From an optimization exercise on the open Yosys and OpenROAD flow, aimed at small area and a short achievable clock period; shortcuts taken in it are not production practice. In this exercise RTL edits were held to simulation tests only and were not proved equivalent to the original. Power is estimated from default activity; no workload was simulated.

==> flow/design.v <==
package sd_sector_buffer_pkg;
   localparam int unsigned SD_SECTOR_BYTES = 512;
   localparam int unsigned SSB_TMR_W       = 25;
   typedef enum logic [1:0] {
      SSB_IDLE  = 2'd0,
      SSB_ISSUE = 2'd1,
      SSB_FILL  = 2'd2,
      SSB_DONE  = 2'd3
   } ssb_state_e;
endpackage
module ssb_byte_ram #(
   parameter int unsigned DEPTH = 512,
   parameter int unsigned AW    = 9
) (
   input  logic          i_clk,
   input  logic          i_rst_n,
   input  logic          i_we,        
   input  logic          i_shift,     
   input  logic          i_hold,      
   input  logic [7:0]    i_wdata,
   input  logic [AW-1:0] i_raddr,
   output logic [7:0]    o_rdata
);
   logic [7:0]         r_new;                   
   logic               r_ph;                    
   logic [8*DEPTH-9:0] r_mem;                   
   logic [8*DEPTH-1:0] w_slot;                  
   always_ff @(posedge i_clk) begin
      if (i_we) r_new <= i_wdata;
   end
   always_ff @(posedge i_clk or negedge i_rst_n) begin
      if (!i_rst_n) r_ph <= 1'b0;
      else          r_ph <= ~r_ph;
   end
   assign w_slot = {r_new ^ {8{r_ph}}, r_mem};
   for (genvar i = 0; i < 8*(DEPTH-1); i++) begin : g_sr
      logic w_d;
      ssb_oai22 u_d (.a0(w_slot[i+8]), .s0_n(i_hold), .a1(r_mem[i]), .s1_n(i_shift), .y(w_d));
      always_ff @(posedge i_clk) r_mem[i] <= w_d;
   end
   logic [DEPTH-1:0] w_sel_n;
   always_comb begin
      for (int i = 0; i < DEPTH; i++) w_sel_n[i] = (i_raddr != AW'(i));
   end
   logic [15:0] w_half;                         
   logic [15:0] r_half;
   for (genvar b = 0; b < 8; b++) begin : g_bit
      logic [255:0] w_l1;                       
      logic [127:0] w_l2;                       
      logic [31:0]  w_l3;                       
      logic [15:0]  w_l4;                       
      logic [7:0]   w_l5;                       
      logic [3:0]   w_l6;                       
      logic [1:0]   w_l7;                       
      for (genvar k = 0; k < 256; k++) begin : g_l1
         ssb_oai22 u_g (.a0(w_slot[8*(2*k) + b]),   .s0_n(w_sel_n[2*k]),
                        .a1(w_slot[8*(2*k+1) + b]), .s1_n(w_sel_n[2*k+1]), .y(w_l1[k]));
      end
      for (genvar k = 0; k < 128; k++) begin : g_l2
         ssb_nor2 u_g (.a(w_l1[2*k +: 2]), .y(w_l2[k]));
      end
      for (genvar k = 0; k < 32; k++) begin : g_l3
         ssb_nand4 u_g (.a(w_l2[4*k +: 4]), .y(w_l3[k]));
      end
      for (genvar k = 0; k < 16; k++) begin : g_l4
         ssb_nor2 u_g (.a(w_l3[2*k +: 2]), .y(w_l4[k]));
      end
      for (genvar k = 0; k < 8; k++) begin : g_l5
         ssb_nand2 u_g (.a(w_l4[2*k +: 2]), .y(w_l5[k]));
      end
      for (genvar k = 0; k < 4; k++) begin : g_l6
         ssb_nor2 u_g (.a(w_l5[2*k +: 2]), .y(w_l6[k]));
      end
      for (genvar k = 0; k < 2; k++) begin : g_l7
         ssb_nand2 u_g (.a(w_l6[2*k +: 2]), .y(w_l7[k]));
      end
      assign w_half[2*b +: 2] = w_l7;
   end
   always_ff @(posedge i_clk or negedge i_rst_n) begin
      if (!i_rst_n) r_half <= '0;
      else          r_half <= w_half;
   end
   for (genvar b = 0; b < 8; b++) begin : g_out
      assign o_rdata[b] = (r_half[2*b] | r_half[2*b+1]) ^ r_ph;
   end
endmodule
module ssb_oai22 (
   input  logic a0, s0_n, a1, s1_n,
   output logic y
);
   assign y = ~((a0 | s0_n) & (a1 | s1_n));
endmodule
module ssb_nor2 (
   input  logic [1:0] a,
   output logic       y
);
   assign y = ~|a;
endmodule
module ssb_nand2 (
   input  logic [1:0] a,
   output logic       y
);
   assign y = ~&a;
endmodule
module ssb_nand4 (
   input  logic [3:0] a,
   output logic       y
);
   assign y = ~&a;
endmodule
module sd_sector_buffer #(
   parameter int unsigned SECTOR_BYTES   = sd_sector_buffer_pkg::SD_SECTOR_BYTES,
   parameter int unsigned IDX_W          = 9
) (
   input  logic             clk,
   input  logic             reset_n,
   input  logic             cmd_read,
   input  logic [31:0]      cmd_addr,
   input  logic             sd_ready,
   input  logic             sd_byte_available,
   input  logic [7:0]       sd_dout,
   output logic             sd_rd,
   output logic [31:0]      sd_address,
   input  logic [IDX_W-1:0] rd_index,
   output logic [7:0]       rd_data,
   output logic             sector_valid,
   output logic             busy,
   output logic             error
);
   sd_sector_buffer_pkg::ssb_state_e       r_state, w_state_nxt;
   logic [IDX_W-1:0] r_count;
   logic             r_byte_av_d;
   logic [31:0]      r_sd_address;
   logic             r_sector_valid, r_busy, r_error, r_shift, r_hold, r_issue;
   logic             w_rise, w_accept, w_drop, w_we, w_last;
   assign w_rise = sd_byte_available & ~r_byte_av_d;
   assign w_last = (r_count == '1);
   always_ff @(posedge clk or negedge reset_n) begin
      if (!reset_n) r_state <= sd_sector_buffer_pkg::SSB_IDLE;
      else          r_state <= w_state_nxt;
   end
   always_ff @(posedge clk or negedge reset_n) begin
      if (!reset_n) r_issue <= 1'b0;
      else          r_issue <= (w_state_nxt == sd_sector_buffer_pkg::SSB_ISSUE);
   end
   always_comb begin
      w_state_nxt = r_state;
      w_accept    = 1'b0;
      w_drop      = 1'b0;
      w_we        = 1'b0;
      case (r_state)
         sd_sector_buffer_pkg::SSB_IDLE, sd_sector_buffer_pkg::SSB_DONE: begin
            if (cmd_read) begin
               w_accept    = 1'b1;
               w_state_nxt = sd_sector_buffer_pkg::SSB_ISSUE;
            end
         end
         sd_sector_buffer_pkg::SSB_ISSUE: begin
            w_drop = cmd_read;
            if (sd_ready) begin
               w_state_nxt = sd_sector_buffer_pkg::SSB_FILL;
            end
         end
         sd_sector_buffer_pkg::SSB_FILL: begin
            w_drop = cmd_read;
            if (w_rise) begin
               w_we = 1'b1;
               if (w_last) w_state_nxt = sd_sector_buffer_pkg::SSB_DONE;
            end
         end
         default: w_state_nxt = sd_sector_buffer_pkg::SSB_IDLE;
      endcase
   end
   always_ff @(posedge clk or negedge reset_n) begin
      if (!reset_n) r_hold <= 1'b1;
      else          r_hold <= ~(w_we & ~w_last);
   end
   always_ff @(posedge clk or negedge reset_n) begin
      if (!reset_n) begin
         r_count        <= '0;
         r_byte_av_d    <= 1'b0;
         r_sd_address   <= '0;
         r_sector_valid <= 1'b0;
         r_busy         <= 1'b0;
         r_error        <= 1'b0;
         r_shift        <= 1'b0;
      end else begin
         r_byte_av_d <= sd_byte_available;
         r_shift     <= w_we & ~w_last;
         if (w_accept) begin
            r_sd_address   <= cmd_addr;
            r_sector_valid <= 1'b0;
            r_error        <= 1'b0;
            r_busy         <= 1'b1;
            r_count        <= '0;
         end
         if (w_drop) r_error <= 1'b1;
         if (w_we) begin
            r_count <= r_count + 1'b1;
            if (w_last) begin
               r_sector_valid <= 1'b1;
               r_busy         <= 1'b0;
            end
         end
      end
   end
   ssb_byte_ram #(
      .DEPTH (SECTOR_BYTES),
      .AW    (IDX_W)
   ) u_ram (
      .i_clk   (clk),
      .i_rst_n (reset_n),
      .i_we    (w_we),
      .i_shift (r_shift),
      .i_hold  (r_hold),
      .i_wdata (sd_dout),
      .i_raddr (rd_index),
      .o_rdata (rd_data)
   );
   assign sd_rd        = r_issue & sd_ready;
   assign sd_address   = r_sd_address;
   assign sector_valid = r_sector_valid;
   assign busy         = r_busy;
   assign error        = r_error;
endmodule
clock: 4.0 ns
lec_check: 0
cap_margin: 20
core_margin: 2
core_utilization: 45
cts_cluster_diameter: 100
cts_cluster_size: 30
setup_slack_margin: 1.6
slew_margin: 20
synth_hierarchical: 1
run.sh (not shown) runs the stock make flow with config.mk's settings and CLKGATE_MAP_FILE= SYNTH_SCRIPT=/design/flow/synth_recipe.tcl, a recipe that flattens the netlist after the stock synthesis.
Edit:
--- a/flow/design.v
+++ b/flow/design.v
@@ -43,6 +43,5 @@
       for (int i = 0; i < DEPTH; i++) w_sel_n[i] = (i_raddr != AW'(i));
    end
-   logic [15:0] w_half;                         
-   logic [15:0] r_half;
+   logic [7:0] w_rd;                            
    for (genvar b = 0; b < 8; b++) begin : g_bit
       logic [255:0] w_l1;                       
@@ -75,12 +74,9 @@
          ssb_nand2 u_g (.a(w_l6[2*k +: 2]), .y(w_l7[k]));
       end
-      assign w_half[2*b +: 2] = w_l7;
+      ssb_nor2 u_l8 (.a(w_l7), .y(w_rd[b]));
    end
    always_ff @(posedge i_clk or negedge i_rst_n) begin
-      if (!i_rst_n) r_half <= '0;
-      else          r_half <= w_half;
-   end
-   for (genvar b = 0; b < 8; b++) begin : g_out
-      assign o_rdata[b] = (r_half[2*b] | r_half[2*b+1]) ^ r_ph;
+      if (!i_rst_n) o_rdata <= '0;
+      else          o_rdata <= w_rd ^ {8{r_ph}};
    end
 endmodule
Outcome: Sequential power hardly moves. Routed wire length goes down by 1.5%. Via count goes up by 0.45%. Fmax goes down by 0.48%. Power stays flat. Critical path depth goes up by 17. Register-to-register slack is worse by 0.19 ns. Core utilization goes up by 0.52 points. Area after synthesis stays flat. Setup slack is worse by 0.014 ns. Worst hold slack is worse by 0.23 ns.

## afterwards: timing with drivers on the ports
No port has a modelled driver above. Below, the same layouts with a new extraction and two added sets of constraints.
Step 1 (the two cells are an assumption about what drives the block):
set clk [get_ports {clk}]
set_driving_cell -lib_cell sky130_fd_sc_hd__clkbuf_16 $clk
set_driving_cell -lib_cell sky130_fd_sc_hd__buf_2 [delete_from_list [all_inputs] $clk]
Step 2, shift: input delay + t, output delay - t, t = (earliest + latest rising clock arrival at the registers) / 2. This alone moves slack from input paths to output paths.
Slacks: ideal ports / drivers / drivers and shift; pairs: ideal ports / drivers.
run | t, ns | setup WS [ns] | latest minus earliest clock arrival (ns)
the first run | 0.990 | 1.150 / 1.052 / 0.490 | 0.046 / 0.047
the second run | 0.993 | 1.137 / 1.195 / 0.202 | 0.080 / 0.080
After both steps setup and hold are still met in every run listed. For the second run, which loses most, drivers alone change the setup slack by +0.058 ns; drivers and shift together by -0.935 ns.
